This design comes from an exercise in tuning for small area, a short achievable clock period and few clock cycles per item on the open sky130 flow, not from production work. Function was checked by simulation only, so behaviour that the tests miss may differ from the original. Power and IR drop assume default switching activity.

## flow/design.v (module list and top-level ports; edited modules follow where they fit)
// module operand_loader: 28 lines
// module npu_controller: 56 lines
// module pe_array: 1980 lines
// module result_cache: 49 lines
// module npu_top: 151 lines
module npu_top #(
    parameter int N = 4
) (
    input  logic                  i_clk,
    input  logic                  i_rst_n,
    input  logic                  i_map_sop,
    input  logic                  i_map_eop,
    input  logic                  i_map_vld,
    input  logic [31:0]           i_map_data,
    input  logic                  i_weight_sop,
    input  logic                  i_weight_eop,
    input  logic                  i_weight_vld,
    input  logic [31:0]           i_weight_data,
    input  logic                  i_rd_sop,
    input  logic [$clog2(N)-1:0]  i_rd_col,
    output logic                  o_save_finish,
    output logic                  o_rd_vld,
    output logic                  o_rd_eop,
    output logic [15:0]           o_rd_data
);
  // ...
==> flow/run.sh <==
#!/bin/bash
# synth_recipe.tcl (not shown) runs the flow's synth.tcl, then flattens the netlist and writes it again
# the make line also repeats each setting of config.mk as NAME=value (left out here)
make -C /OpenROAD-flow-scripts/flow DESIGN_CONFIG=/design/flow/config.mk WORK_HOME=/design/flow/orfs CLKGATE_MAP_FILE= SYNTH_SCRIPT=/design/flow/synth_recipe.tcl finish
==> flow/config.mk <==
export PLATFORM = sky130hd
export DESIGN_NAME = npu_top
export DESIGN_NICKNAME = npu_top
export VERILOG_FILES = /design/flow/design.v
export SDC_FILE = /design/flow/constraint.sdc
export NUM_CORES = 4
export LEC_CHECK = 0
export CAP_MARGIN = 20
export CORE_MARGIN = 2
export CORE_UTILIZATION = 40
export SETUP_SLACK_MARGIN = 5
export SLEW_MARGIN = 20
==> flow/constraint.sdc <==
create_clock -name core_clock -period 8.0 [get_ports {i_clk}]
set_input_delay 1.6000 -clock core_clock [delete_from_list [all_inputs] [get_ports {i_clk}]]
set_output_delay 1.6000 -clock core_clock [all_outputs]
set_load 0.01 [all_outputs]
==> results.txt, run 1 <==
- DRT antenna net count: 0
- Worst-margin pin slew: 1.09 ns
- Post-Layout Cell Count: approximately 5.2k
- Clk tree area frac: approximately 6.6%
- Relative slew slack: between 20% and 30%
- Worst R2R Path Depth: 12
- Synth warnings: 5
- Hold crit path type: flop to flop
- Crit-path cells: ha_4 > inv_2 > fa_1 > inv_2 > fa_2 > xnor2_2 > xnor2_2 > xnor2_2 > or3_4 > a311oi_4 > a211oi_4 > buf_12
- Post-CTS Hold Buffers: 0
- Worst setup path end: u_result_cache.snap[255]
- Synth Flop Type: edfxtp_1
- WP depth: 12
- Mapped Nets: between 3k and 4k
- Leading cell types in the layout, fill and taps excluded: 768 x edfxtp_1, 466 x a22oi_1, 336 x dfxtp_1
- Clk buf depth: 3
- Top Usage Layer GRT: met2
- Outcome: complete, no violations
- Multi-In Gates: between 1.5k and 2k
- Die Wd: roughly 350 um
- Int Pwr: about 16 mW
- Leading power group: combinational logic
- Share of cells above drive strength 1: 15.2%
- Netlist cell types: 55
- Sequential share of cell area: approximately 53%
- Most common cell after layout, fill and taps aside: edfxtp_1
- Total global routing overflow: 0
- Hold Crit Start: u_pe_array.p2_602
- Hold Violations, Final: 0
- Antenna cells: 2
- Yosys top cell area share: 47.2%
- Drt total wl: ~140 mm
- GPL Wtd Cong: ~0.9
- Synth top cells by count: 768 x edfxtp_1, 468 x a22oi_1, 352 x dfxtp_1, 279 x nand2_1, 244 x xnor2_1
- Routed wl met3: ~10 mm
- Design area: between 50000 and 60000 um^2
Testbench counts, summed over its fixed seeds: cycles 12,544, items 320.
==> run 2: changes to the inputs <==
--- a/flow/design.v
+++ b/flow/design.v
@@ -988,106 +988,105 @@
     logic s886;
     logic c887;
     logic s888;
     logic c889;
     logic s890;
     logic c891;
     logic s892;
     logic s893;
-    logic p5_894;
-    logic p5_895;
-    logic p5_896;
-    logic p5_897;
-    logic p5_898;
-    logic p5_899;
-    logic p5_900;
-    logic p5_901;
-    logic p5_902;
-    logic p5_903;
-    logic p5_904;
-    logic p5_905;
-    logic p5_906;
-    logic p5_907;
-    logic p5_908;
-    logic p5_909;
-    logic p5_910;
-    logic p5_911;
-    logic p5_912;
-    logic p5_913;
-    logic p5_914;
-    logic p5_915;
-    logic p5_916;
-    logic p5_917;
-    logic p5_918;
-    logic p5_919;
-    logic p5_920;
-    logic p5_921;
-    logic p5_922;
-    logic p5_923;
-    logic p5_924;
-    logic p5_925;
-    logic p5_926;
-    logic p5_927;
-    logic p5_928;
-    logic p5_929;
-    logic p5_930;
-    logic p5_931;
-    logic p5_932;
-    logic p5_933;
-    logic p5_934;
-    logic p5_935;
-    logic p5_936;
-    logic p5_937;
-    logic p5_938;
-    logic s939;
-    logic c940;
-    logic s941;
-    logic c942;
-    logic s943;
-    logic c944;
-    logic s945;
-    logic c946;
+    logic s894;
+    logic c895;
+    logic s896;
+    logic c897;
+    logic s898;
+    logic c899;
+    logic s900;
+    logic c901;
+    logic s902;
+    logic p6_903;
+    logic p6_904;
+    logic p6_905;
+    logic p6_906;
+    logic p6_907;
+    logic p6_908;
+    logic p6_909;
+    logic p6_910;
+    logic p6_911;
+    logic p6_912;
+    logic p6_913;
+    logic p6_914;
+    logic p6_915;
+    logic p6_916;
+    logic p6_917;
+    logic p6_918;
+    logic p6_919;
+    logic p6_920;
+    logic p6_921;
+    logic p6_922;
+    logic p6_923;
+    logic p6_924;
+    logic p6_925;
+    logic p6_926;
+    logic p6_927;
+    logic p6_928;
+    logic p6_929;
+    logic p6_930;
+    logic p6_931;
+    logic p6_932;
+    logic p6_933;
+    logic p6_934;
+    logic p6_935;
+    logic p6_936;
+    logic p6_937;
+    logic p6_938;
+    logic p6_939;
+    logic p6_940;
+    logic p6_941;
+    logic p6_942;
+    logic p6_943;
+    logic p6_944;
+    logic p6_945;
+    logic p6_946;
     logic s947;
-    logic s948;
-    logic c949;
-    logic s950;
-    logic c951;
-    logic s952;
-    logic c953;
-    logic s954;
-    logic c955;
-    logic s956;
-    logic c957;
-    logic s958;
-    logic c959;
-    logic s960;
-    logic c961;
+    logic c948;
+    logic s949;
+    logic c950;
+    logic s951;
+    logic c952;
+    logic s953;
+    logic c954;
+    logic s955;
+    logic c956;
+    logic s957;
+    logic c958;
+    logic s959;
+    logic c960;
+    logic s961;
     logic s962;
-    logic s963;
-    logic c964;
-    logic s965;
-    logic c966;
-    logic s967;
-    logic c968;
-    logic s969;
-    logic c970;
-    logic s971;
-    logic c972;
-    logic s973;
-    logic c974;
-    logic s975;
-    logic c976;
-    logic s977;
-    logic c978;
-    logic s979;
-    logic c980;
-    logic s981;
-    logic c982;
-    logic s983;
+    logic c963;
+    logic s964;
+    logic c965;
+    logic s966;
+    logic c967;
+    logic s968;
+    logic c969;
+    logic s970;
+    logic c971;
+    logic s972;
+    logic c973;
+    logic s974;
+    logic c975;
+    logic s976;
+    logic c977;
+    logic s978;
+    logic c979;
+    logic s980;
+    logic c981;
+    logic s982;
     assign pp1 = (a_one[0] & b[0]) ^ a_neg[0];
     assign pp2 = (((a_one[0] & b[1]) | (a_two[0] & b[0]))) ^ a_neg[0];
     assign pp3 = (((a_one[0] & b[2]) | (a_two[0] & b[1]))) ^ a_neg[0];
     assign pp4 = (((a_one[0] & b[3]) | (a_two[0] & b[2]))) ^ a_neg[0];
     assign pp5 = (((a_one[0] & b[4]) | (a_two[0] & b[3]))) ^ a_neg[0];
     assign pp6 = (((a_one[0] & b[5]) | (a_two[0] & b[4]))) ^ a_neg[0];
     assign pp7 = (((a_one[0] & b[6]) | (a_two[0] & b[5]))) ^ a_neg[0];
     assign pp8 = (((a_one[0] & b[7]) | (a_two[0] & b[6]))) ^ a_neg[0];
@@ -1834,62 +1833,62 @@
     assign s886 = s851 ^ c842 ^ c844;
     assign c887 = (s851 & c842) | (s851 & c844) | (c842 & c844);
     assign s888 = s853 ^ s855 ^ s857;
     assign c889 = (s853 & s855) | (s853 & s857) | (s855 & s857);
     assign s890 = c848 ^ c850 ^ c852;
     assign c891 = (c848 & c850) | (c848 & c852) | (c850 & c852);
     assign s892 = s859 ^ s860 ^ s861;
     assign s893 = c854 ^ c856 ^ c858;
-    assign s939 = p5_918 ^ p5_919;
-    assign c940 = p5_918 & p5_919;
-    assign s941 = p5_923 ^ p5_924;
-    assign c942 = p5_923 & p5_924;
-    assign s943 = p5_927 ^ p5_928;
-    assign c944 = p5_927 & p5_928;
-    assign s945 = p5_931 ^ p5_932;
-    assign c946 = p5_931 & p5_932;
-    assign s947 = p5_935 ^ p5_936;
-    assign s948 = p5_908 ^ p5_909;
-    assign c949 = p5_908 & p5_909;
-    assign s950 = p5_912 ^ p5_913;
-    assign c951 = p5_912 & p5_913;
-    assign s952 = p5_915 ^ p5_916;
-    assign c953 = p5_915 & p5_916;
-    assign s954 = p5_920 ^ p5_921 ^ p5_922;
-    assign c955 = (p5_920 & p5_921) | (p5_920 & p5_922) | (p5_921 & p5_922);
-    assign s956 = p5_925 ^ p5_926 ^ s941;
-    assign c957 = (p5_925 & p5_926) | (p5_925 & s941) | (p5_926 & s941);
-    assign s958 = p5_929 ^ p5_930 ^ s943;
-    assign c959 = (p5_929 & p5_930) | (p5_929 & s943) | (p5_930 & s943);
-    assign s960 = p5_933 ^ p5_934 ^ s945;
-    assign c961 = (p5_933 & p5_934) | (p5_933 & s945) | (p5_934 & s945);
-    assign s962 = p5_937 ^ p5_938 ^ s947;
-    assign s963 = p5_901 ^ p5_902;
-    assign c964 = p5_901 & p5_902;
-    assign s965 = p5_904 ^ p5_905;
-    assign c966 = p5_904 & p5_905;
-    assign s967 = p5_906 ^ p5_907;
-    assign c968 = p5_906 & p5_907;
-    assign s969 = p5_910 ^ p5_911 ^ s948;
-    assign c970 = (p5_910 & p5_911) | (p5_910 & s948) | (p5_911 & s948);
-    assign s971 = p5_914 ^ s950 ^ c949;
-    assign c972 = (p5_914 & s950) | (p5_914 & c949) | (s950 & c949);
-    assign s973 = p5_917 ^ s952 ^ c951;
-    assign c974 = (p5_917 & s952) | (p5_917 & c951) | (s952 & c951);
-    assign s975 = s939 ^ s954 ^ c953;
-    assign c976 = (s939 & s954) | (s939 & c953) | (s954 & c953);
-    assign s977 = c940 ^ s956 ^ c955;
-    assign c978 = (c940 & s956) | (c940 & c955) | (s956 & c955);
-    assign s979 = c942 ^ s958 ^ c957;
-    assign c980 = (c942 & s958) | (c942 & c957) | (s958 & c957);
-    assign s981 = c944 ^ s960 ^ c959;
-    assign c982 = (c944 & s960) | (c944 & c959) | (s960 & c959);
-    assign s983 = c946 ^ s962 ^ c961;
-    assign y_next = {s983, s981, s979, s977, s975, s973, s971, s969, s967, s965, p5_903, p5_899, p5_898, p5_897, p5_896, p5_894} + {c982, c980, c978, c976, c974, c972, c970, c968, c966, c964, s963, p5_900, 1'b0, 1'b0, 1'b0, p5_895};
+    assign s894 = c834 ^ c836;
+    assign c895 = c834 & c836;
+    assign s896 = c838 ^ c840;
+    assign c897 = c838 & c840;
+    assign s898 = c846 ^ s884;
+    assign c899 = c846 & s884;
+    assign s900 = s888 ^ s890;
+    assign c901 = s888 & s890;
+    assign s902 = s892 ^ s893;
+    assign s947 = p6_917 ^ p6_918;
+    assign c948 = p6_917 & p6_918;
+    assign s949 = p6_921 ^ p6_922;
+    assign c950 = p6_921 & p6_922;
+    assign s951 = p6_924 ^ p6_925;
+    assign c952 = p6_924 & p6_925;
+    assign s953 = p6_927 ^ p6_928 ^ p6_929;
+    assign c954 = (p6_927 & p6_928) | (p6_927 & p6_929) | (p6_928 & p6_929);
+    assign s955 = p6_931 ^ p6_932 ^ p6_933;
+    assign c956 = (p6_931 & p6_932) | (p6_931 & p6_933) | (p6_932 & p6_933);
+    assign s957 = p6_935 ^ p6_936 ^ p6_937;
+    assign c958 = (p6_935 & p6_936) | (p6_935 & p6_937) | (p6_936 & p6_937);
+    assign s959 = p6_939 ^ p6_940 ^ p6_941;
+    assign c960 = (p6_939 & p6_940) | (p6_939 & p6_941) | (p6_940 & p6_941);
+    assign s961 = p6_943 ^ p6_944 ^ p6_945;
+    assign s962 = p6_910 ^ p6_911;
+    assign c963 = p6_910 & p6_911;
+    assign s964 = p6_913 ^ p6_914;
+    assign c965 = p6_913 & p6_914;
+    assign s966 = p6_915 ^ p6_916;
+    assign c967 = p6_915 & p6_916;
+    assign s968 = p6_919 ^ p6_920 ^ s947;
+    assign c969 = (p6_919 & p6_920) | (p6_919 & s947) | (p6_920 & s947);
+    assign s970 = p6_923 ^ s949 ^ c948;
+    assign c971 = (p6_923 & s949) | (p6_923 & c948) | (s949 & c948);
+    assign s972 = p6_926 ^ s951 ^ c950;
+    assign c973 = (p6_926 & s951) | (p6_926 & c950) | (s951 & c950);
+    assign s974 = p6_930 ^ s953 ^ c952;
+    assign c975 = (p6_930 & s953) | (p6_930 & c952) | (s953 & c952);
+    assign s976 = p6_934 ^ s955 ^ c954;
+    assign c977 = (p6_934 & s955) | (p6_934 & c954) | (s955 & c954);
+    assign s978 = p6_938 ^ s957 ^ c956;
+    assign c979 = (p6_938 & s957) | (p6_938 & c956) | (s957 & c956);
+    assign s980 = p6_942 ^ s959 ^ c958;
+    assign c981 = (p6_942 & s959) | (p6_942 & c958) | (s959 & c958);
+    assign s982 = p6_946 ^ s961 ^ c960;
+    assign y_next = {s982, s980, s978, s976, s974, s972, s970, s968, s966, s964, p6_912, p6_908, p6_907, p6_906, p6_905, p6_903} + {c981, c979, c977, c975, c973, c971, c969, c967, c965, c963, s962, p6_909, 1'b0, 1'b0, 1'b0, p6_904};
     always_ff @(posedge i_clk) begin
         p2_601 <= s291;
         p2_602 <= s481;
         p2_603 <= c292;
         p2_604 <= s483;
         p2_605 <= c482;
         p2_606 <= s301;
         p2_607 <= c294;
@@ -2018,61 +2017,60 @@
         p2_730 <= s600;
         p2_731 <= c580;
         p2_732 <= c582;
         p2_733 <= c584;
         p2_734 <= c586;
         p2_735 <= c588;
         p2_736 <= c590;
         p2_737 <= c592;
-        p5_894 <= p2_601;
-        p5_895 <= p2_602;
-        p5_896 <= s738;
-        p5_897 <= s813;
-        p5_898 <= s862;
-        p5_899 <= s864;
-        p5_900 <= c863;
-        p5_901 <= c818;
-        p5_902 <= s866;
-        p5_903 <= c865;
-        p5_904 <= s868;
-        p5_905 <= c867;
-        p5_906 <= s870;
-        p5_907 <= c869;
-        p5_908 <= c824;
-        p5_909 <= c826;
-        p5_910 <= s872;
-        p5_911 <= c871;
-        p5_912 <= c828;
-        p5_913 <= s874;
-        p5_914 <= c873;
-        p5_915 <= s876;
-        p5_916 <= s878;
-        p5_917 <= c875;
-        p5_918 <= c834;
-        p5_919 <= c836;
-        p5_920 <= s880;
-        p5_921 <= c877;
-        p5_922 <= c879;
-        p5_923 <= c838;
-        p5_924 <= c840;
-        p5_925 <= s882;
-        p5_926 <= c881;
-        p5_927 <= c846;
-        p5_928 <= s884;
-        p5_929 <= s886;
-        p5_930 <= c883;
-        p5_931 <= s888;
-        p5_932 <= s890;
-        p5_933 <= c885;
-        p5_934 <= c887;
-        p5_935 <= s892;
-        p5_936 <= s893;
-        p5_937 <= c889;
-        p5_938 <= c891;
+        p6_903 <= p2_601;
+        p6_904 <= p2_602;
+        p6_905 <= s738;
+        p6_906 <= s813;
+        p6_907 <= s862;
+        p6_908 <= s864;
+        p6_909 <= c863;
+        p6_910 <= c818;
+        p6_911 <= s866;
+        p6_912 <= c865;
+        p6_913 <= s868;
+        p6_914 <= c867;
+        p6_915 <= s870;
+        p6_916 <= c869;
+        p6_917 <= c824;
+        p6_918 <= c826;
+        p6_919 <= s872;
+        p6_920 <= c871;
+        p6_921 <= c828;
+        p6_922 <= s874;
+        p6_923 <= c873;
+        p6_924 <= s876;
+        p6_925 <= s878;
+        p6_926 <= c875;
+        p6_927 <= s880;
+        p6_928 <= c877;
+        p6_929 <= c879;
+        p6_930 <= s894;
+        p6_931 <= s882;
+        p6_932 <= c881;
+        p6_933 <= s896;
+        p6_934 <= c895;
+        p6_935 <= s886;
+        p6_936 <= c883;
+        p6_937 <= s898;
+        p6_938 <= c897;
+        p6_939 <= c885;
+        p6_940 <= c887;
+        p6_941 <= s900;
+        p6_942 <= c899;
+        p6_943 <= c889;
+        p6_944 <= c891;
+        p6_945 <= s902;
+        p6_946 <= c901;
         y <= y_next;
     end
 endmodule
 `timescale 1ns/10ps
 module result_cache (
     input  logic                   i_clk,
     input  logic                   i_rst_n,
     input  logic                   i_copy,
==> results.txt, run 2 <==
- Outcome: complete, no violations (unchanged)
- Clock Power Share: 23.1% (was 21.3%)
- RSZ-0062 raised after global routing: yes (unchanged)
- Initial drt markers: 3272 (was 3374)
- Maximum clock frequency: 0.334 GHz (was 0.320 GHz)
- Clock Latency Late Sink: 0.70 ns (was 0.69 ns)
- Worst-margin pin slew: 1.12 ns (was 1.09 ns)
- Top Family by Delay on Critical Path: buffers and inverters (was adder cells)
- Pin count of the biggest net entering global routing: 124 (was 188)
- Overall power: 22.9 mW (was 25.1 mW)
- Avg WL per Cell: 28.1 um (was 27.6 um)
- Leading cell types in the layout, fill and taps excluded: 768 x edfxtp_1, 472 x a22oi_1, 340 x dfxtp_1 (was 768 x edfxtp_1, 466 x a22oi_1, 336 x dfxtp_1)
- Seq pwr share: 34.3% (was 31.0%)
- Nets@finish: 3779 (was 3802)
- Layout fillers: 10.8k (was 10.5k)
- Total GRT Usage: 22.6% (was 22.2%)
- DRT antenna net count: 0 (unchanged)
- Crit-path cells: clkdlybuf4s50_1 > mux2i_4 > buf_4 > buf_6 > mux4_2 > and2_1 > a211oi_1 > a31oi_1 (was ha_4 > inv_2 > fa_1 > inv_2 > fa_2 > xnor2_2 > xnor2_2 > xnor2_2 > or3_4 > a311oi_4 > a211oi_4 > buf_12)
- Hold crit path type: flop to flop (unchanged)
- Power per Cell Area: 408 nW/um^2 (was 442 nW/um^2)
- HPWL after detailed placement: 93.5 mm (was 93.7 mm)
- Post-synth EDFFs: 768 (unchanged)
- Skew final: 0.0292 ns (was 0.0221 ns)
- Synth top cells by count: 768 x edfxtp_1, 475 x a22oi_1, 351 x dfxtp_1, 286 x nand2_1, 247 x xnor2_1 (was 768 x edfxtp_1, 468 x a22oi_1, 352 x dfxtp_1, 279 x nand2_1, 244 x xnor2_1)
- Hold Violations, Final: 0 (unchanged)
- Share of cells above drive strength 1: 13.8% (was 15.2%)
- I/O Buffers: 93 (unchanged)
- Synth warnings: 5 (unchanged)
- Critical Path RT: 8.55 ns (was 8.44 ns)
- Yosys top cell area share: 47.3% (was 47.2%)
- Pleak: 20.2 nW (was 20.5 nW)
- Max VDD drop: 0.371 mV (was 1.16 mV)
- Reg area: 30100 um^2 (about the same)
- Clk sink count: 1119 (was 1120)
- Max-cap violations: 0 (unchanged)
- DR DRC count: 0 (unchanged)
- Count leader, synth: edfxtp_1 (unchanged)
- Die Wd: 353 um (was 354 um)
- Multi-input logic area: 17500 um^2 (was 17700 um^2)
- Flops & latches, synth: 1119 (was 1120)
- Int Pwr: 14.4 mW (was 15.6 mW)
- Die Ht: 353 um (was 354 um)
- CP endpoint kind: flop (unchanged)
- Relative slew slack: 25.0% (was 27.5%)
- Max Transition Viols Final: 0 (unchanged)
- Core Area: 121000 um^2 (was 122000 um^2)
- Synth Flop Type: edfxtp_1 (unchanged)
- Drt total wl: 146 mm (was 144 mm)
- DRT Pass-1 Iters: 5 (was 6)
- Netlist cell types: 50 (was 55)
- Critical Path AT: 3.54 ns (was 3.57 ns)
- Vias in the first global route: 29.0k (was 28.6k)
- Worst-path fanout max: 16 (was 3)
- Total global routing overflow: 0 (unchanged)
- Pre-CTS setup slack: 3.82 ns (was 3.30 ns)
- Setup violations, final: 0 (unchanged)
- Vias/cell: 5.61 (was 5.56)
- CTS H-Tree Depth: 3 (unchanged)
- Seq/Total Area, Yosys: 61.7% (was 61.6%)
- Placed cell areas: 51200 um^2 (was 51400 um^2)
- Critical path buffers and inverters: 3 (unchanged)
- Initial Util: 40.2% (about the same)
- Critical path class: input port to flop (was flop to flop)
- Slowest-stage cell, CP: clkdlybuf4s50_1 (was fa_1)
- Mapped Nets: 3693 (was 3690)
- Period minus WS final: 2.99 ns (was 3.13 ns)
- Clk buf depth: 3 (unchanged)
- Num rows: 128 (unchanged)
- R2R setup slack: 5.05 ns (was 4.87 ns)
- Mean area per synthesized cell: 14.4 um^2 (was 14.5 um^2)
- Synth top area cells: edfxtp_1 47%, dfxtp_1 14%, fa_1 8.4% (unchanged)
- Slowest stage delay, CP: 0.52 ns (was 0.48 ns)
- Area leader, netlist: edfxtp_1 (unchanged)
- I/O Pins: 94 (unchanged)
- GPL Wtd Cong: 0.908 (was 0.900)
- Setup_tns: 0 ns (unchanged)
- Post-CTS Hold Buffers: 0 (unchanged)
- Total Die Area: 125000 um^2 (about the same)
- Most common cell after layout, fill and taps aside: edfxtp_1 (unchanged)
- Design area: 56100 um^2 (was 56700 um^2)
- Post-Syn Area: 48800 um^2 (was 48900 um^2)
- Sw Share: 37.2% (was 37.8%)
- Net load switching power: 8.50 mW (was 9.49 mW)
- FFs w/ async S/R, synth: 0% (unchanged)
- Reg clk slew, reported paths: 0.06 ns (about the same)
- Final setup margin: 5.01 ns (was 4.87 ns)
- Synth-to-Final Area Change: 14.9% (was 16.1%)
- Root Driver: clkbuf_16 (unchanged)
- Power share of the combinational group: 42.5% (was 47.7%)
- Crit start category: input port (was flop)
- Synth Instances: 3382 (was 3379)
- DR vias: 29.1k (was 28.9k)
- Global-route wire length before repair: 204 mm (was 202 mm)
- CTS tree: yes (unchanged)
- Biggest regs: a_mem (256), b_mem (256), u_result_cache.snap (256) (unchanged)
- Antenna cells: 0 (was 2)
- Final worst path period share: 37.4% (was 39.1%)
- Cts bufs inserted: 108 (was 109)
- Initial antenna violation count: 2 (was 3)
run 2: cell types whose count changed after synthesis, moves of 4 or more:
cell	before	now
a22oi_1	468	475
a22oi_2	43	37
clkbuf_1	103	99
buf_2	34	39
nand2_2	22	17
nand2_1	279	286
run 2: worst reg2reg max path, stage by stage (launching register included):
cell and delay, ns:
dfxtp_4 0.52, buf_16 0.33, a22oi_1 0.17, nand2_2 0.26, a22oi_1 0.16, xnor2_1 0.41
fa_1 0.52, fa_1 0.47
run 2: area by class of cell:
cell class / instances / area share (%)
repair buffers: 160 / 3.18
multi-input cells: 1845 / 31.3
inverters: 234 / 1.57
well taps: 1625 / 3.63
clock buffers: 144 / 5.28
flip-flops and latches: 1119 / 53.7
clock inverters: 60 / 1.33
run 2: worst paths after layout:
path	from	to	cells past startpoint
max	i_rd_col[1]	u_result_cache.o_rd_data[0]	8
min reg2reg	u_pe_array.p2_602	u_pe_array.p6_904	0
min	u_pe_array.p2_602	u_pe_array.p6_904	0
max reg2reg	u_controller.col_sel[2]	u_pe_array.p2_652	7
run 2: logic make-up after synthesis:
group                      Yosys count  synth area share (%)
DFF                               1119                  61.7
AOI/OAI and AO/OA                  656                  10.3
adders and majority gates          236                  9.21
xor gates and xnor gates           392                  7.12
buffers and inverters              425                  3.78
muxes                               98                  3.73
and+or+nand+nor                    456                  4.18
run 2: stage by stage:
step                      std cells  hold WS, ns  util (%)
after detailed placement       4944        0.312      42.2
after CTS                      5167        0.329      45.8
final                          5187        0.331      46.2
after global routing           5187        0.335      46.2
after global placement         4944        0.314      42.2
after floorplan                3382        0.310         -
run 2: routing by layer:
layer / vias to the layer above / share of wire, % / global-route usage [%] / wire, um
met1: 14900 / 40 / 30.2 / 59000
met2: 1413 / 47 / 36.6 / 69200
met5: - / 0 / 0 / 0
met4: 0 / 3.8 / 8.23 / 5550
met3: 291 / 8.4 / 4.41 / 12300
li1: 12400 / - / - / -
run 2: power by group through the flow:
stage	Combinational (mW)	Sequential, mW	Clock [mW]
after global routing	10.8	7.90	5.59
final	9.73	7.85	5.29
after detailed placement	8.82	7.95	0
after floorplan	5.74	7.55	0
after global placement	8.70	7.94	0
after CTS	9.59	7.83	5.36
run 2: repair_timing:
| item | in CTS | in global routing |
|---|---|---|
| pin swaps | 18 | 27 |
| gates resized for setup | 117 | 60 |
| buffers inserted | 16 | 10 |
| cloned | 3 | 9 |
| setup endpoints to repair | 731 | 635 |
Testbench counts of run 2, summed over its fixed seeds: cycles 12,544, items 320.
==> run 3: changes to the inputs <==
--- a/flow/config.mk
+++ b/flow/config.mk
@@ -9,4 +9,5 @@
 export CORE_MARGIN = 2
 export CORE_UTILIZATION = 40
+export CTS_BUF_LIST = sky130_fd_sc_hd__clkbuf_8
 export SETUP_SLACK_MARGIN = 5
 export SLEW_MARGIN = 20
==> results.txt, run 3 <==
- CTS H-Tree Depth: 4 (was 3)
- Clock Power Share: 21.2% (was 23.1%)
- Layout fillers: 10.9k (was 10.8k)
- Share of cells above drive strength 1: 15.9% (was 13.8%)
- Worst Setup SP: i_weight_vld (was i_rd_col[1])
- CTS tree: yes (unchanged)
- Sw Share: 38.2% (was 37.2%)
- GPL Wtd Cong: 0.908 (unchanged)
- Post-Syn Area: 48800 um^2 (unchanged)
- Synth top cells by count: 768 x edfxtp_1, 475 x a22oi_1, 351 x dfxtp_1, 286 x nand2_1, 247 x xnor2_1 (unchanged)
- Hold Violations, Final: 0 (unchanged)
- Synth warnings: 5 (unchanged)
- Yosys top cell area share: 47.3% (unchanged)
- I/O Buffers: 93 (unchanged)
- Synth-to-Final Area Change: 14.0% (was 14.9%)
- Critical Path AT: 3.51 ns (was 3.54 ns)
- Most common cell after layout, fill and taps aside: edfxtp_1 (unchanged)
- Max Transition Viols Final: 0 (unchanged)
- Leading cell types in the layout, fill and taps excluded: 768 x edfxtp_1, 473 x a22oi_1, 334 x dfxtp_1 (was 768 x edfxtp_1, 472 x a22oi_1, 340 x dfxtp_1)
- Max VDD drop: 0.377 mV (was 0.371 mV)
- I/O Pins: 94 (unchanged)
- Worst hold slack: 0.319 ns (was 0.331 ns)
- Overall power: 22.2 mW (was 22.9 mW)
- Worst-margin pin slew: 1.15 ns (was 1.12 ns)
- Mean area per synthesized cell: 14.4 um^2 (unchanged)
- Area leader, netlist: edfxtp_1 (unchanged)
- Post-synth EDFFs: 768 (unchanged)
- Initial Util: 40.2% (unchanged)
- Synth top area cells: edfxtp_1 47%, dfxtp_1 14%, fa_1 8.4% (unchanged)
- DR DRC count: 0 (unchanged)
- DRT antenna net count: 0 (unchanged)
- CP endpoint kind: flop (unchanged)
- Clk buf depth: 3 (unchanged)
- Clock Latency Late Sink: 0.89 ns (was 0.70 ns)
- RSZ-0062 raised after global routing: yes (unchanged)
- Initial drt markers: 3046 (was 3272)
- Worst-path fanout max: 33 (was 16)
- Relative slew slack: 23.0% (was 25.0%)
- Reg clk slew, reported paths: 0.06 ns (about the same)
- Hold Crit Start: u_pe_array.p2_601 (was u_pe_array.p2_602)
- Global-route wire length before repair: 205 mm (was 204 mm)
- Critical Path RT: 8.48 ns (was 8.55 ns)
- Count leader, synth: edfxtp_1 (unchanged)
- DRT Pass-1 Iters: 6 (was 5)
- Die Wd: 353 um (unchanged)
- Vias in the first global route: 29.5k (was 29.0k)
- Maximum clock frequency: 0.330 GHz (was 0.334 GHz)
- Avg WL per Cell: 27.2 um (was 28.1 um)
- Critical path class: input port to flop (unchanged)
- Power per Cell Area: 399 nW/um^2 (was 408 nW/um^2)
- Max-cap violations: 0 (unchanged)
- Setup_tns: 0 ns (unchanged)
- Synth Instances: 3382 (unchanged)
- Clk sink count: 1119 (unchanged)
- Crit start category: input port (unchanged)
- Mapped Nets: 3693 (unchanged)
- Initial antenna violation count: 3 (was 2)
- Period minus WS final: 3.03 ns (was 2.99 ns)
- Vias/cell: 5.52 (was 5.61)
- Total global routing overflow: 0 (unchanged)
- Pin count of the biggest net entering global routing: 124 (unchanged)
- FFs w/ async S/R, synth: 0% (unchanged)
- FF-to-FF Start: u_pe_array.p6_937 (was u_controller.col_sel[2])
- Pleak: 20.3 nW (was 20.2 nW)
- Total GRT Usage: 22.8% (was 22.6%)
- Core Area: 121000 um^2 (unchanged)
- DR vias: 29.2k (was 29.1k)
- Die Ht: 353 um (unchanged)
- Skew final: 0.0536 ns (was 0.0292 ns)
- Net load switching power: 8.48 mW (was 8.50 mW)
- HPWL after detailed placement: 93.5 mm (unchanged)
- Synth Flop Type: edfxtp_1 (unchanged)
- Root Driver: clkbuf_8 (was clkbuf_16)
- Outcome: complete, no violations (unchanged)
- Final worst path period share: 37.9% (was 37.4%)
- Hold crit path type: flop to flop (unchanged)
- Netlist cell types: 50 (unchanged)
- Setup violations, final: 0 (unchanged)
- Util after Layout: 45.8% (was 46.2%)
- Cts bufs inserted: 175 (was 108)
- Pre-CTS setup slack: 3.82 ns (unchanged)
- Total Die Area: 125000 um^2 (unchanged)
- Seq/Total Area, Yosys: 61.7% (unchanged)
- Drt total wl: 144 mm (was 146 mm)
- Power share of the combinational group: 43.4% (was 42.5%)
- Seq pwr share: 35.4% (was 34.3%)
- Num rows: 128 (unchanged)
- Biggest regs: a_mem (256), b_mem (256), u_result_cache.snap (256) (unchanged)
- Flops & latches, synth: 1119 (unchanged)
- Nets@finish: 3838 (was 3779)
- Int Pwr: 13.7 mW (was 14.4 mW)
- Final setup margin: 4.97 ns (was 5.01 ns)
run 3: cell count changes in the layout (fill, tap and decap cells not counted), moves of 6 or more:
cell / previous run / this run
clkbuf_8: 11 / 193
dfxtp_1: 340 / 334
inv_1: 231 / 282
and2_4: 14 / 7
clkbuf_1: 25 / 0
buf_2: 0 / 11
bufinv_16: 14 / 6
clkinv_2: 18 / 27
clkbuf_16: 110 / 1
dlygate4sd2_1: 15 / 0
clkinv_1: 14 / 29
run 3: timing repair:
item | CTS | global route
pin swaps | 18 | 21
hold buffers | 0 | 0
cloned | 2 | 3
setup endpoints to repair | 681 | 548
gates resized for setup | 176 | 56
buffers inserted | 17 | 8
run 3: area by class of cell:
class,count,area [um^2],area share [%]
Antenna cell,3,7.51,0.0135
Clock buffer,193,2660,4.77
Clock inverter,127,771,1.39
Inverter,234,878,1.58
Multi-Input combinational cell,1840,17500,31.4
Sequential cell,1119,30100,54.2
Tap cell,1625,2030,3.65
Timing Repair Buffer,157,1690,3.03
run 3: cells by family (layout without fill, tap and decap cells):
| kind of cell | Yosys count | count (layout) | share of synthesized area [%] |
|---|---|---|---|
| muxes | 98 | 98 | 3.73 |
| other | 0 | 3 | 0 |
| and+or+nand+nor | 456 | 458 | 4.18 |
| adders and majority gates | 236 | 236 | 9.21 |
| xor gates and xnor gates | 392 | 392 | 7.12 |
| DFF | 1119 | 1119 | 61.7 |
| AOI/OAI and AO/OA | 656 | 656 | 10.3 |
| buffers and inverters | 425 | 711 | 3.78 |
run 3: per-stage QoR:
stage	cell area [um^2]	cells
after floorplan	48900	3382
after global placement	51200	4944
after detailed placement	51200	4944
after CTS	55300	5283
after global routing	55600	5297
final	55600	5298
run 3: critical path, cell delays in order:
cell,delay (ns)
clkdlybuf4s50_1,0.69
inv_1,0.18
nor2_2,0.43
and2_4,0.58
run 3: final timing paths:
| path | to | slack, ns | depth (start not counted) |
|---|---|---|---|
| hold / removal | u_pe_array.p6_903 | 0.32 | 0 |
| setup / recovery | b_mem[235] | 4.97 | 4 |
| setup reg to reg | u_result_cache.snap[254] | 5.05 | 8 |
| hold reg to reg | u_pe_array.p6_903 | 0.32 | 0 |
run 3: power groups by stage:
| stage | clock, mW | sequential, mW | combinational, mW |
|---|---|---|---|
| final | 4.72 | 7.86 | 9.64 |
| after global placement | 0 | 7.94 | 8.70 |
| after floorplan | 0 | 7.55 | 5.74 |
| after global routing | 5.05 | 7.91 | 10.7 |
| after detailed placement | 0 | 7.95 | 8.82 |
| after CTS | 4.82 | 7.85 | 9.55 |
run 3: metal layers:
metal | wire [um] | part of all wire [%] | up-vias | global-route usage (%)
li1 | - | - | 12600 | -
met1 | 57900 | 40 | 14900 | 29.9
met2 | 68100 | 47 | 1442 | 36.5
met3 | 12300 | 8.5 | 290 | 5.26
met4 | 5580 | 3.9 | 6 | 9.27
met5 | 70 | 0.049 | - | 0
==> module result_cache, before the edit <==
module result_cache (
    input  logic                   i_clk,
    input  logic                   i_rst_n,
    input  logic                   i_copy,
    input  logic [15:0][15:0]      i_c,
    input  logic                   i_rd_sop,
    input  logic [1:0]             i_rd_col,
    output logic                   o_rd_vld,
    output logic                   o_rd_eop,
    output logic [15:0]            o_rd_data
);
    logic [15:0][15:0] snap;
    logic [1:0]        rd_row;
    logic [1:0]        rd_col;
    logic [1:0]        nxt_row;
    logic [1:0]        nxt_col;
    logic [2:0]        rd_left;
    always_ff @(posedge i_clk) begin
        if (i_copy) begin
            snap <= i_c;
        end
    end
    assign nxt_row = (rd_left != 3'd0) ? rd_row + 2'd1 : 2'd0;
    assign nxt_col = (rd_left != 3'd0) ? rd_col : i_rd_col;
    always_ff @(posedge i_clk) begin
        if (!i_rst_n) begin
            rd_left  <= '0;
            o_rd_vld <= 1'b0;
            o_rd_eop <= 1'b0;
            rd_row   <= '0;
            rd_col   <= '0;
        end else if (rd_left == 3'd0) begin
            if (i_rd_sop) begin
                rd_left  <= 3'd4;
                o_rd_vld <= 1'b1;
                rd_row   <= 2'd0;
                rd_col   <= i_rd_col;
            end
        end else begin
            rd_left  <= rd_left - 3'd1;
            rd_row   <= nxt_row;
            o_rd_vld <= (rd_left != 3'd1);
            o_rd_eop <= (rd_left == 3'd2);
        end
    end
    always_ff @(posedge i_clk) begin
        o_rd_data <= snap[{nxt_row, nxt_col}];
    end
endmodule
==> run 4: changes to the inputs <==
--- a/flow/design.v
+++ b/flow/design.v
@@ -2086,5 +2086,4 @@
     logic [1:0]        rd_col;
     logic [1:0]        nxt_row;
-    logic [1:0]        nxt_col;
     logic [2:0]        rd_left;
     always_ff @(posedge i_clk) begin
@@ -2094,5 +2093,4 @@
     end
     assign nxt_row = (rd_left != 3'd0) ? rd_row + 2'd1 : 2'd0;
-    assign nxt_col = (rd_left != 3'd0) ? rd_col : i_rd_col;
     always_ff @(posedge i_clk) begin
         if (!i_rst_n) begin
@@ -2117,5 +2115,9 @@
     end
     always_ff @(posedge i_clk) begin
-        o_rd_data <= snap[{nxt_row, nxt_col}];
+        if (rd_left != 3'd0) begin
+            o_rd_data <= snap[{nxt_row, rd_col}];
+        end else begin
+            o_rd_data <= snap[{2'd0, i_rd_col}];
+        end
     end
 endmodule
--- a/flow/config.mk
+++ b/flow/config.mk
@@ -9,5 +9,4 @@
 export CORE_MARGIN = 2
 export CORE_UTILIZATION = 40
-export CTS_BUF_LIST = sky130_fd_sc_hd__clkbuf_8
 export SETUP_SLACK_MARGIN = 5
 export SLEW_MARGIN = 20
==> results.txt, run 4 <==
- Outcome: complete, no violations (unchanged)
- I/O Buffers: 93 (unchanged)
- Clk sink count: 1119 (unchanged)
- Critical path buffers and inverters: 3 (was 2)
- Relative slew slack: 18.5% (was 23.0%)
- Total Die Area: 125000 um^2 (about the same)
- Critical Path AT: 3.40 ns (was 3.51 ns)
- Post-synth EDFFs: 768 (unchanged)
- Synth warnings: 5 (unchanged)
- Antenna cells: 0 (was 3)
- Synth top area cells: edfxtp_1 47%, dfxtp_1 14%, fa_1 8.4% (unchanged)
- FF-to-FF Start: u_pe_array.p6_917 (was u_pe_array.p6_937)
- Mean area per synthesized cell: 14.5 um^2 (was 14.4 um^2)
- Leading cell types in the layout, fill and taps excluded: 768 x edfxtp_1, 457 x a22oi_1, 341 x dfxtp_1 (was 768 x edfxtp_1, 473 x a22oi_1, 334 x dfxtp_1)
- Die Wd: 353 um (about the same)
- Max VDD drop: 0.751 mV (was 0.377 mV)
- Max-cap violations: 0 (unchanged)
- Reg clk slew, reported paths: 0.06 ns (about the same)
- Setup_tns: 0 ns (unchanged)
- Cts bufs inserted: 108 (was 175)
- Num rows: 128 (unchanged)
- Most common cell after layout, fill and taps aside: edfxtp_1 (unchanged)
- Util after Layout: 46.4% (was 45.8%)
- Skew final: 0.0646 ns (was 0.0536 ns)
- Area leader, netlist: edfxtp_1 (unchanged)
- Synth Flop Type: edfxtp_1 (unchanged)
- Count leader, synth: edfxtp_1 (unchanged)
- Vias/cell: 5.55 (was 5.52)
- R2R setup slack: 5.02 ns (was 5.05 ns)
- RSZ-0062 raised after global routing: yes (unchanged)
- CTS tree: yes (unchanged)
- DR vias: 28.8k (was 29.2k)
- Biggest regs: a_mem (256), b_mem (256), u_result_cache.snap (256) (unchanged)
- I/O Pins: 94 (unchanged)
- Worst-path fanout max: 4 (was 33)
- Clk buf depth: 3 (unchanged)
- Slowest stage delay, CP: 0.51 ns (was 0.69 ns)
- HPWL after detailed placement: 91.7 mm (was 93.5 mm)
- Flops & latches, synth: 1119 (unchanged)
- Post-Syn Area: 48800 um^2 (about the same)
- Initial antenna violation count: 4 (was 3)
- Post-CTS Hold Buffers: 0 (unchanged)
- Share of cells above drive strength 1: 14.1% (was 15.9%)
- DRT Pass-1 Iters: 8 (was 6)
- Critical Path RT: 8.43 ns (was 8.48 ns)
- Synth top cells by count: 768 x edfxtp_1, 468 x a22oi_1, 351 x dfxtp_1, 277 x nand2_1, 243 x xnor2_1 (was 768 x edfxtp_1, 475 x a22oi_1, 351 x dfxtp_1, 286 x nand2_1, 247 x xnor2_1)
- Global-route wire length before repair: 199 mm (was 205 mm)
- DR DRC count: 0 (unchanged)
- Worst R2R Path Depth: 10 (was 8)
- Pleak: 20.2 nW (was 20.3 nW)
- Seq/Total Area, Yosys: 61.6% (was 61.7%)
- Worst R2R End: u_result_cache.snap[251] (was u_result_cache.snap[254])
- Initial Util: 40.2% (about the same)
- Crit-path cells: ha_4 > inv_2 > fa_1 > inv_2 > ha_4 > a21o_1 > a21o_1 > a221o_2 > buf_4 > xor2_2 (was clkdlybuf4s50_1 > inv_1 > nor2_2 > and2_4)
- Drt total wl: 140 mm (was 144 mm)
- Clock Latency Late Sink: 0.72 ns (was 0.89 ns)
- Period minus WS final: 2.98 ns (was 3.03 ns)
- Netlist cell types: 56 (was 50)
- Pin count of the biggest net entering global routing: 131 (was 124)
- Setup violations, final: 0 (unchanged)
- Synth Instances: 3373 (was 3382)
- Total GRT Usage: 21.9% (was 22.8%)
- Nets@finish: 3780 (was 3838)
- WP depth: 10 (was 4)
- Slowest-stage cell, CP: fa_1 (was clkdlybuf4s50_1)
- Root Driver: clkbuf_16 (was clkbuf_8)
- Final worst path period share: 37.2% (was 37.9%)
- CTS H-Tree Depth: 3 (was 4)
- Worst Setup SP: u_pe_array.p6_917 (was i_weight_vld)
- Avg WL per Cell: 27.0 um (was 27.2 um)
- Vias in the first global route: 28.7k (was 29.5k)
- Max Transition Viols Final: 0 (unchanged)
- DRT antenna net count: 0 (unchanged)
- Power per Cell Area: 418 nW/um^2 (was 399 nW/um^2)
- Synth-to-Final Area Change: 15.2% (was 14.0%)
- Yosys top cell area share: 47.2% (was 47.3%)
- Initial drt markers: 2861 (was 3046)
- Worst-margin pin slew: 1.22 ns (was 1.15 ns)
- Maximum clock frequency: 0.336 GHz (was 0.330 GHz)
- FFs w/ async S/R, synth: 0% (unchanged)
- Crit start category: flop (was input port)
- Top Family by Delay on Critical Path: adder cells (was simple AND/OR/NAND/NOR gates)
- Mapped Nets: 3684 (was 3693)
- Critical path class: flop to flop (was input port to flop)
- Worst setup path end: u_result_cache.snap[251] (was b_mem[235])
- GPL Wtd Cong: 0.898 (was 0.908)
- Die Ht: 353 um (about the same)
- CP endpoint kind: flop (unchanged)
- Total global routing overflow: 0 (unchanged)
- Layout fillers: 10.7k (was 10.9k)
- Core Area: 121000 um^2 (unchanged)
- Hold crit path type: flop to flop (unchanged)
- Hold Violations, Final: 0 (unchanged)
==> run 4: cell count changes after synthesis, moves of 4 or more <==
| cell | delta |
|---|---|
| nand2_2 | +6 |
| a22oi_2 | +6 |
| a22oi_1 | -7 |
| xnor2_1 | -4 |
| nand2_1 | -9 |
| inv_1 | -4 |
| xor2_1 | +4 |
==> run 4: per-layer routing <==
metal  up-vias  share of wire, %  GRT usage, %  wire length, um
met5         -             0.020             0               28
li1      12400                 -             -                -
met2      1154                48          36.1            67500
met1     15000                41          29.4            57400
met3       217               7.1          3.10             9920
met4         4               3.7          8.08             5130
==> run 4: final cells by class <==
type | instances | area (um^2) | area share (%)
Sequential cell | 1119 | 30100 | 53.5
Multi-Input combinational cell | 1844 | 17700 | 31.4
Clock buffer | 150 | 3010 | 5.35
Tap cell | 1625 | 2030 | 3.61
Timing Repair Buffer | 166 | 2010 | 3.56
Inverter | 230 | 863 | 1.53
Clock inverter | 55 | 564 | 1.00
==> run 4: where the power goes <==
group	switching (mW)	internal [mW]
Sequential	0.610	7.17
Clock	2.22	2.93
Combinational	6.08	4.49
==> run 4: kinds of logic after synthesis <==
group / synth area share, %
flip-flops: 61.6
AO/OA/AOI/OAI: 10.4
AND/OR/NAND/NOR: 4.19
multiplexers: 3.71
buffers and inverters: 3.75
XOR/XNOR: 7.11
adder cells (fa/ha/maj): 9.20
==> run 4: metrics by stage <==
| step | hold slack, ns | cells | total power [mW] | area [um^2] | worst slack, ns |
|---|---|---|---|---|---|
| 6_report | 0.328 | 5189 | 23.5 | 56300 | 5.02 |
| 5_1_grt | 0.342 | 5189 | 24.9 | 56300 | 4.94 |
| 4_1_cts | 0.332 | 5173 | 23.5 | 55900 | 4.97 |
| 3_5_place_dp | 0.315 | 4930 | 17.2 | 51300 | 3.65 |
| 3_3_place_gp | 0.317 | 4929 | 17.1 | 51300 | 3.71 |
| 2_1_floorplan | 0.310 | 3373 | 13.3 | 48900 | 4.78 |
==> run 4: what timing repair did <==
| item | in CTS | in global routing |
|---|---|---|
| pin swaps | 29 | 15 |
| setup endpoints to repair | 744 | 613 |
| gates resized for setup | 146 | 35 |
| setup buffers | 28 | 11 |
| gates cloned | 10 | 5 |
==> run 4: worst reg2reg max path, cell delays in order, from the launching register on <==
cell     delay [ns]
dfxtp_1        0.32
ha_4           0.26
inv_2          0.03
fa_1           0.51
inv_2          0.05
ha_4           0.22
a21o_1         0.16
a21o_1         0.17
a221o_2        0.42
buf_4          0.18
xor2_2         0.43
==> run 4: worst min path at each step <==
stage	startpoint	endpoint	slack, ns	cells after the start
2_1_floorplan	u_pe_array.p2_601	u_pe_array.p6_903	0.31	0
3_3_place_gp	u_pe_array.p2_601	u_pe_array.p6_903	0.32	0
3_5_place_dp	u_pe_array.p2_602	u_pe_array.p6_904	0.32	0
4_1_cts	u_pe_array.p2_602	u_pe_array.p6_904	0.33	0
5_1_grt	u_pe_array.p2_602	u_pe_array.p6_904	0.34	0
6_report	u_pe_array.p2_602	u_pe_array.p6_904	0.33	0
Testbench counts of run 4, summed over its fixed seeds: cycles 12,544, items 320.
==> run 5: changes to the inputs <==
--- a/flow/config.mk
+++ b/flow/config.mk
@@ -8,5 +8,5 @@
 export CAP_MARGIN = 20
 export CORE_MARGIN = 2
-export CORE_UTILIZATION = 40
+export CORE_UTILIZATION = 55
 export SETUP_SLACK_MARGIN = 5
 export SLEW_MARGIN = 20
==> results.txt, run 5 <==
- HPWL after detailed placement: 91.9 mm (was 91.7 mm)
- Initial drt markers: 3050 (was 2861)
- Critical path class: input port to flop (was flop to flop)
- Yosys top cell area share: 47.2% (unchanged)
- Hold crit path type: flop to flop (unchanged)
- DR vias: 28.8k (about the same)
- Synth top area cells: edfxtp_1 47%, dfxtp_1 14%, fa_1 8.4% (unchanged)
- Share of cells above drive strength 1: 14.1% (about the same)
- Flops & latches, synth: 1119 (unchanged)
- Power per Cell Area: 423 nW/um^2 (was 418 nW/um^2)
- Placed cell areas: 50700 um^2 (was 51300 um^2)
- Avg WL per Cell: 29.0 um (was 27.0 um)
- Setup_tns: 0 ns (unchanged)
- Seq/Total Area, Yosys: 61.6% (unchanged)
- Cts bufs inserted: 112 (was 108)
- Clk buf depth: 3 (unchanged)
- Slowest stage delay, CP: 0.67 ns (was 0.51 ns)
- Skew final: 0.0307 ns (was 0.0646 ns)
- I/O Pins: 94 (unchanged)
- Layout fillers: 6504 (was 10.7k)
- Synth Flop Type: edfxtp_1 (unchanged)
- Critical path buffers and inverters: 2 (was 3)
- Net load switching power: 8.98 mW (was 8.91 mW)
- GPL Wtd Cong: 0.913 (was 0.898)
- Post-CTS Hold Buffers: 0 (unchanged)
- Final worst path period share: 38.0% (was 37.2%)
- Critical Path RT: 8.33 ns (was 8.43 ns)
- CTS tree: yes (unchanged)
- Post-Synth Simple-Gate Area: 4.19% (unchanged)
- Vias/cell: 6.07 (was 5.55)
- Synth Instances: 3373 (unchanged)
- Global-route wire length before repair: 200 mm (was 199 mm)
- Critical Path AT: 3.37 ns (was 3.40 ns)
- Total Die Area: 91200 um^2 (was 125000 um^2)
- Post-Syn Area: 48800 um^2 (unchanged)
- Root Driver: clkbuf_16 (unchanged)
- Clock Latency Late Sink: 0.71 ns (was 0.72 ns)
- Total GRT Usage: 30.6% (was 21.9%)
- Netlist cell types: 56 (unchanged)
- Multiplexer area fraction after synthesis: 3.71% (unchanged)
- Clock Power Share: 22.0% (was 21.9%)
- Hold Violations, Final: 0 (unchanged)
- Most common cell after layout, fill and taps aside: edfxtp_1 (unchanged)
- Worst-path fanout max: 33 (was 4)
- Setup violations, final: 0 (unchanged)
- Die Ht: 302 um (was 353 um)
- Mean area per synthesized cell: 14.5 um^2 (unchanged)
- Period minus WS final: 3.04 ns (was 2.98 ns)
- CTS H-Tree Depth: 3 (unchanged)
- Nets@finish: 3791 (was 3780)
- Adder-Cell Fraction of Synth Area: 9.20% (unchanged)
- Sw Share: 38.1% (was 37.9%)
- Design area: 55800 um^2 (was 56300 um^2)
- FFs w/ async S/R, synth: 0% (unchanged)
- RSZ-0062 raised after global routing: yes (unchanged)
- Seq pwr share: 33.0% (was 33.1%)
- Pleak: 20.2 nW (about the same)
- Largest family of logic cells by synthesized area: compound AO/OA/AOI/OAI gates (unchanged)
- Max VDD drop: 1.94 mV (was 0.751 mV)
- Top Family by Delay on Critical Path: buffers and inverters (was adder cells)
- Reg clk slew, reported paths: 0.06 ns (about the same)
- Relative slew slack: 22.5% (was 18.5%)
- Drt total wl: 138 mm (was 140 mm)
- Pre-CTS setup slack: 3.24 ns (was 3.65 ns)
- Slowest-stage cell, CP: clkdlybuf4s50_1 (was fa_1)
- Initial Util: 55.3% (was 40.2%)
- Max-cap violations: 0 (unchanged)
- Worst hold slack: 0.329 ns (was 0.328 ns)
- Max Transition Viols Final: 0 (unchanged)
- DR DRC count: 0 (unchanged)
- Num rows: 109 (was 128)
- Compound-Gate Fraction of Synth Area: 10.4% (unchanged)
- I/O Buffers: 93 (unchanged)
- Count leader, synth: edfxtp_1 (unchanged)
- Post-synth EDFFs: 768 (unchanged)
- Int Pwr: 14.6 mW (about the same)
- Vias in the first global route: 29.6k (was 28.7k)
- Die Wd: 302 um (was 353 um)
- Overall power: 23.6 mW (was 23.5 mW)
- CP endpoint kind: flop (unchanged)
- Total global routing overflow: 0 (unchanged)
- Crit-path cells: clkdlybuf4s50_1 > inv_1 > nor2_4 > and2_4 (was ha_4 > inv_2 > fa_1 > inv_2 > ha_4 > a21o_1 > a21o_1 > a221o_2 > buf_4 > xor2_2)
- DRT Pass-1 Iters: 6 (was 8)
- Synth Area in XOR/XNOR: 7.11% (unchanged)
- Synth top cells by count: 768 x edfxtp_1, 468 x a22oi_1, 351 x dfxtp_1, 277 x nand2_1, 243 x xnor2_1 (unchanged)
- Core Area: 88200 um^2 (was 121000 um^2)
- Pin count of the biggest net entering global routing: 182 (was 131)
- Synth-to-Final Area Change: 14.2% (was 15.2%)
- Maximum clock frequency: 0.329 GHz (was 0.336 GHz)
- Synth warnings: 5 (unchanged)
- Initial antenna violation count: 2 (was 4)
- Outcome: complete, no violations (unchanged)
- Leading cell types in the layout, fill and taps excluded: 768 x edfxtp_1, 467 x a22oi_1, 344 x dfxtp_1 (was 768 x edfxtp_1, 457 x a22oi_1, 341 x dfxtp_1)
- Biggest regs: a_mem (256), b_mem (256), u_result_cache.snap (256) (unchanged)
- Final setup margin: 4.96 ns (was 5.02 ns)
- DRT antenna net count: 0 (unchanged)
- Clk sink count: 1119 (unchanged)
- Worst-margin pin slew: 1.16 ns (was 1.22 ns)
- Area leader, netlist: edfxtp_1 (unchanged)
- Power share of the combinational group: 45.0% (about the same)
- Crit start category: input port (was flop)
- Mapped Nets: 3684 (unchanged)
==> run 5: cell count changes in the layout (fill, tap and decap cells not counted), moves of 5 or more <==
| cell | before | now |
|---|---|---|
| buf_12 | 27 | 34 |
| a211oi_2 | 0 | 6 |
| and2_4 | 14 | 9 |
| a211oi_1 | 18 | 12 |
| nand2_2 | 30 | 35 |
| a22oi_1 | 457 | 467 |
| a22oi_2 | 54 | 44 |
| nand2_4 | 24 | 18 |
| buf_4 | 30 | 38 |
==> run 5: power groups by stage <==
stage	logic [mW]	clock network [mW]	registers [mW]
after floorplan	5.75	0	7.56
after global placement	9.19	0	7.86
after detailed placement	9.46	0	7.88
after CTS	10.6	5.26	7.77
after global routing	11.7	5.49	7.84
final	10.6	5.20	7.77
==> run 5: what timing repair did <==
item / CTS / global route
pin swaps: 18 / 11
gates cloned: 8 / 2
endpoints found under the setup margin: 806 / 263
setup buffers: 43 / 9
gates resized for setup: 125 / 26
==> run 5: stage by stage <==
| step | instances | utilization (%) |
|---|---|---|
| 2_1_floorplan | 3373 | - |
| 3_3_place_gp | 4466 | 57.5 |
| 3_5_place_dp | 4466 | 57.5 |
| 4_1_cts | 4726 | 62.8 |
| 5_1_grt | 4740 | 63.2 |
| 6_report | 4742 | 63.2 |
==> run 5: worst register-to-register path, stage by stage (launching register included) <==
cell	delay, ns
dfxtp_1	0.30
ha_1	0.28
inv_2	0.04
fa_1	0.51
inv_2	0.05
ha_4	0.22
a21o_1	0.16
a21o_1	0.15
a221o_2	0.43
a31o_4	0.31
xor2_4	0.16
buf_12	0.15
==> run 5: metal layers <==
layer | wire, um | GRT usage [%] | up-vias
li1 | - | - | 12500
met1 | 56000 | 42.3 | 14800
met2 | 67000 | 50.0 | 1302
met3 | 10700 | 4.99 | 214
met4 | 4020 | 9.71 | 0
met5 | 0 | 0 | -
==> run 5: final timing paths <==
kind / startpoint / end / slack, ns / depth (start not counted)
max: i_weight_vld / b_mem[84] / 4.96 / 4
min: u_pe_array.p2_602 / u_pe_array.p6_904 / 0.33 / 0
max reg2reg: u_pe_array.p6_917 / u_result_cache.snap[253] / 4.97 / 11
min reg2reg: u_pe_array.p2_602 / u_pe_array.p6_904 / 0.33 / 0
==> run 5: logic make-up after synthesis <==
family                     count (synthesis)
xor gates and xnor gates                 392
AOI/OAI and AO/OA                        656
buffers and inverters                    420
DFF                                     1119
and+or+nand+nor                          453
muxes                                     97
adders and majority gates                236
==> run 5: layout make-up <==
| cell class | count | area, um^2 | share of cell area (%) |
|---|---|---|---|
| Sequential cell | 1119 | 30100 | 54.0 |
| Clock inverter | 53 | 480 | 0.861 |
| Clock buffer | 156 | 3180 | 5.70 |
| Antenna cell | 2 | 5.00 | 0.00897 |
| Multi-Input combinational cell | 1841 | 17600 | 31.5 |
| Inverter | 230 | 863 | 1.55 |
| Tap cell | 1165 | 1460 | 2.61 |
| Timing Repair Buffer | 176 | 2100 | 3.76 |
==> run 6: changes to the inputs <==
--- a/flow/config.mk
+++ b/flow/config.mk
@@ -8,5 +8,7 @@
 export CAP_MARGIN = 20
 export CORE_MARGIN = 2
-export CORE_UTILIZATION = 55
+export CORE_UTILIZATION = 40
+export CTS_CLUSTER_DIAMETER = 100
+export CTS_CLUSTER_SIZE = 24
 export SETUP_SLACK_MARGIN = 5
 export SLEW_MARGIN = 20
==> results.txt, run 6 <==
- Critical Path RT: 8.51 ns (was 8.33 ns)
- I/O Buffers: 93 (unchanged)
- Avg WL per Cell: 27.3 um (was 29.0 um)
- Synth Flop Type: edfxtp_1 (unchanged)
- Hold crit path type: flop to flop (unchanged)
- Root Driver: clkbuf_16 (unchanged)
- Core Area: 121000 um^2 (was 88200 um^2)
- Vias in the first global route: 28.1k (was 29.6k)
- Skew final: 0.0478 ns (was 0.0307 ns)
- Design area: 54300 um^2 (was 55800 um^2)
- Adder-Cell Fraction of Synth Area: 9.20% (unchanged)
- GPL Wtd Cong: 0.898 (was 0.913)
- Multiplexer area fraction after synthesis: 3.71% (unchanged)
- Max VDD drop: 0.767 mV (was 1.94 mV)
- DR vias: 28.4k (was 28.8k)
- Outcome: complete, no violations (unchanged)
- Final setup margin: 5.03 ns (was 4.96 ns)
- Slowest stage delay, CP: 0.48 ns (was 0.67 ns)
- Total Die Area: 125000 um^2 (was 91200 um^2)
- Post-CTS Hold Buffers: 0 (unchanged)
- Initial antenna violation count: 6 (was 2)
- I/O Pins: 94 (unchanged)
- Synth warnings: 5 (unchanged)
- Util after Layout: 44.7% (was 63.2%)
- Clk sink count: 1119 (unchanged)
- Post-synth EDFFs: 768 (unchanged)
- FFs w/ async S/R, synth: 0% (unchanged)
- Netlist cell types: 56 (unchanged)
- Count leader, synth: edfxtp_1 (unchanged)
- Met3 Usage GRT: 2.37% (was 4.99%)
- Final worst path period share: 37.1% (was 38.0%)
- Largest family of logic cells by synthesized area: compound AO/OA/AOI/OAI gates (unchanged)
- Mean area per synthesized cell: 14.5 um^2 (unchanged)
- Slowest-stage cell, CP: fa_1 (was clkdlybuf4s50_1)
- Die Wd: 353 um (was 302 um)
- Drt total wl: 139 mm (was 138 mm)
- DRT Pass-1 Iters: 6 (unchanged)
- Met1 usage: 29.8% (was 42.3%)
- Most common cell after layout, fill and taps aside: edfxtp_1 (unchanged)
- Area leader, netlist: edfxtp_1 (unchanged)
- RSZ-0062 raised after global routing: yes (unchanged)
- Post-Synth Simple-Gate Area: 4.19% (unchanged)
- Total GRT Usage: 21.6% (was 30.6%)
- Top Family by Delay on Critical Path: adder cells (was buffers and inverters)
- Setup violations, final: 0 (unchanged)
- Placed cell areas: 51300 um^2 (was 50700 um^2)
- Max-cap violations: 0 (unchanged)
- M2 GR Usage: 36.1% (was 50.0%)
- Maximum clock frequency: 0.337 GHz (was 0.329 GHz)
- Reg clk slew, reported paths: 0.10 ns (was 0.06 ns)
- Crit-path cells: ha_4 > inv_2 > fa_1 > inv_2 > ha_4 > a21o_1 > a21o_1 > or4_4 > a211o_1 > o211ai_1 > buf_6 (was clkdlybuf4s50_1 > inv_1 > nor2_4 > and2_4)
- Period minus WS final: 2.97 ns (was 3.04 ns)
- Synth top cells by count: 768 x edfxtp_1, 468 x a22oi_1, 351 x dfxtp_1, 277 x nand2_1, 243 x xnor2_1 (unchanged)
- Seq/Total Area, Yosys: 61.6% (unchanged)
- Post-Syn Area: 48800 um^2 (unchanged)
- Yosys top cell area share: 47.2% (unchanged)
- Initial Util: 40.2% (was 55.3%)
- DRT antenna net count: 0 (unchanged)
- Clk buf depth: 3 (unchanged)
- CTS H-Tree Depth: 2 (was 3)
- Initial drt markers: 2927 (was 3050)
- Die Ht: 353 um (was 302 um)
- Global-route wire length before repair: 197 mm (was 200 mm)
- Critical Path AT: 3.48 ns (was 3.37 ns)
- Synth top area cells: edfxtp_1 47%, dfxtp_1 14%, fa_1 8.4% (unchanged)
- Pin count of the biggest net entering global routing: 131 (was 182)
- Biggest regs: a_mem (256), b_mem (256), u_result_cache.snap (256) (unchanged)
- Pre-CTS setup slack: 3.65 ns (was 3.24 ns)
- Worst-margin pin slew: 1.15 ns (was 1.16 ns)
- Hold Violations, Final: 0 (unchanged)
- Pleak: 19.2 nW (was 20.2 nW)
- Flops & latches, synth: 1119 (unchanged)
- Total global routing overflow: 0 (unchanged)
- Synth Instances: 3373 (unchanged)
- Mapped Nets: 3684 (unchanged)
- Num rows: 128 (was 109)
- Nets@finish: 3726 (was 3791)
- Cts bufs inserted: 54 (was 112)
- CTS tree: yes (unchanged)
- Power per Cell Area: 397 nW/um^2 (was 423 nW/um^2)
- Vias/cell: 5.58 (was 6.07)
- Max Transition Viols Final: 0 (unchanged)
- Clock Latency Late Sink: 0.68 ns (was 0.71 ns)
- Synth-to-Final Area Change: 11.2% (was 14.2%)
- CP endpoint kind: flop (unchanged)
- Crit start category: flop (was input port)
- HPWL after detailed placement: 91.7 mm (was 91.9 mm)
- Relative slew slack: 23.0% (was 22.5%)
- Compound-Gate Fraction of Synth Area: 10.4% (unchanged)
- Synth Area in XOR/XNOR: 7.11% (unchanged)
- Critical path class: flop to flop (was input port to flop)
- Leading cell types in the layout, fill and taps excluded: 768 x edfxtp_1, 462 x a22oi_1, 340 x dfxtp_1 (was 768 x edfxtp_1, 467 x a22oi_1, 344 x dfxtp_1)
- Critical path buffers and inverters: 3 (was 2)
- Setup_tns: 0 ns (unchanged)
- Worst-path fanout max: 4 (was 33)
- Share of cells above drive strength 1: 11.8% (was 14.1%)
- DR DRC count: 0 (unchanged)
- Top Usage Layer GRT: met2 (unchanged)
==> run 6: cells by family (layout without fill, tap and decap cells) <==
group,after synthesis,in the layout
compound gates,656,656
xor+xnor,392,392
fa+ha+maj,236,236
buf+inv,420,495
flops,1119,1119
mux,97,97
other cells,0,2
simple gates,453,463
==> run 6: layer usage <==
metal,up-vias,share of wire [%]
li1,12300,-
met5,-,0.033
met4,6,3.3
met3,165,6.3
met1,14900,42
met2,1016,49
==> run 6: path summary, 6_finish.rpt <==
path | startpoint | end | slack [ns] | cells past startpoint
max | u_pe_array.p6_918 | u_result_cache.snap[254] | 5.03 | 11
min | u_pe_array.p2_602 | u_pe_array.p6_904 | 0.34 | 0
max reg2reg | u_pe_array.p6_918 | u_result_cache.snap[254] | 5.03 | 11
min reg2reg | u_pe_array.p2_602 | u_pe_array.p6_904 | 0.34 | 0
==> run 6: area by class of cell <==
cell class | instances | area (um^2)
sequential | 1119 | 30100
fill | 10900 | 67100
clock buffer | 91 | 1490
inverter | 230 | 863
timing repair buffer | 166 | 2000
tap | 1625 | 2030
multi-input combinational | 1844 | 17700
clock inverter | 8 | 120
antenna | 2 | 5.00
==> run 6: worst reg2reg max path: stages, from the launching register on <==
cell	delay, ns
dfxtp_2	0.34
ha_4	0.26
inv_2	0.03
fa_1	0.48
inv_2	0.05
ha_4	0.25
a21o_1	0.17
a21o_1	0.20
or4_4	0.46
a211o_1	0.28
o211ai_1	0.11
buf_6	0.20
==> run 6: what timing repair did <==
| action | 4_1_cts | 5_1_grt |
|---|---|---|
| pin swaps | 29 | 7 |
| gates resized for setup | 142 | 37 |
| buffers inserted | 27 | 12 |
| gates cloned | 11 | 4 |
| endpoints found under the setup margin | 749 | 646 |
==> run 6: power by group <==
group | total [mW] | internal (mW) | switching (mW)
Clock | 3.16 | 1.31 | 1.85
Sequential | 7.77 | 7.16 | 0.610
Combinational | 10.7 | 4.53 | 6.13
==> run 6: per-stage QoR <==
step           cells  total power, mW  hold slack [ns]
2_1_floorplan   3373             13.3            0.310
3_3_place_gp    4929             17.1            0.317
3_5_place_dp    4930             17.2            0.315
4_1_cts         5067             21.6            0.341
5_1_grt         5083             23.0            0.353
6_report        5085             21.6            0.342

-- what the ideal ports hide --
How much do the figures lean on ideal ports? The routed layouts below were timed once more, with nothing changed but the port constraints. Step 1, drivers: a clkbuf_16 drives i_clk and a buf_2 each remaining input, both assumed. Step 2 times the ports against the registers' clock, not the clock port: input delays grow and output delays shrink by t, the midpoint of the rising clock arrivals with the driver on. Three values: no drivers, after step 1, after step 2; two values: the first two.
run | t, ns | setup WS [ns] | hold WS [ns] | latest minus earliest clock arrival (ns)
run 1 | 0.757 | 4.871 / 4.871 / 4.314 | 0.331 / 0.331 / 0.331 | 0.025 / 0.026
run 2 | 0.763 | 5.008 / 4.961 / 4.302 | 0.331 / 0.331 / 0.331 | 0.030 / 0.030
run 3 | 0.929 | 4.967 / 4.936 / 4.088 | 0.319 / 0.319 / 0.319 | 0.055 / 0.055
run 4 | 0.760 | 5.023 / 4.974 / 4.333 | 0.328 / 0.328 / 0.328 | 0.071 / 0.071
run 5 | 0.766 | 4.958 / 4.967 / 4.242 | 0.329 / 0.329 / 0.329 | 0.031 / 0.032
run 6 | 0.734 | 5.031 / 4.974 / 4.374 | 0.342 / 0.342 / 0.342 | 0.053 / 0.052
After both steps setup and hold are still met in every run listed. For run 3, which loses most, drivers alone change the setup slack by -0.031 ns; drivers and shift together by -0.879 ns.
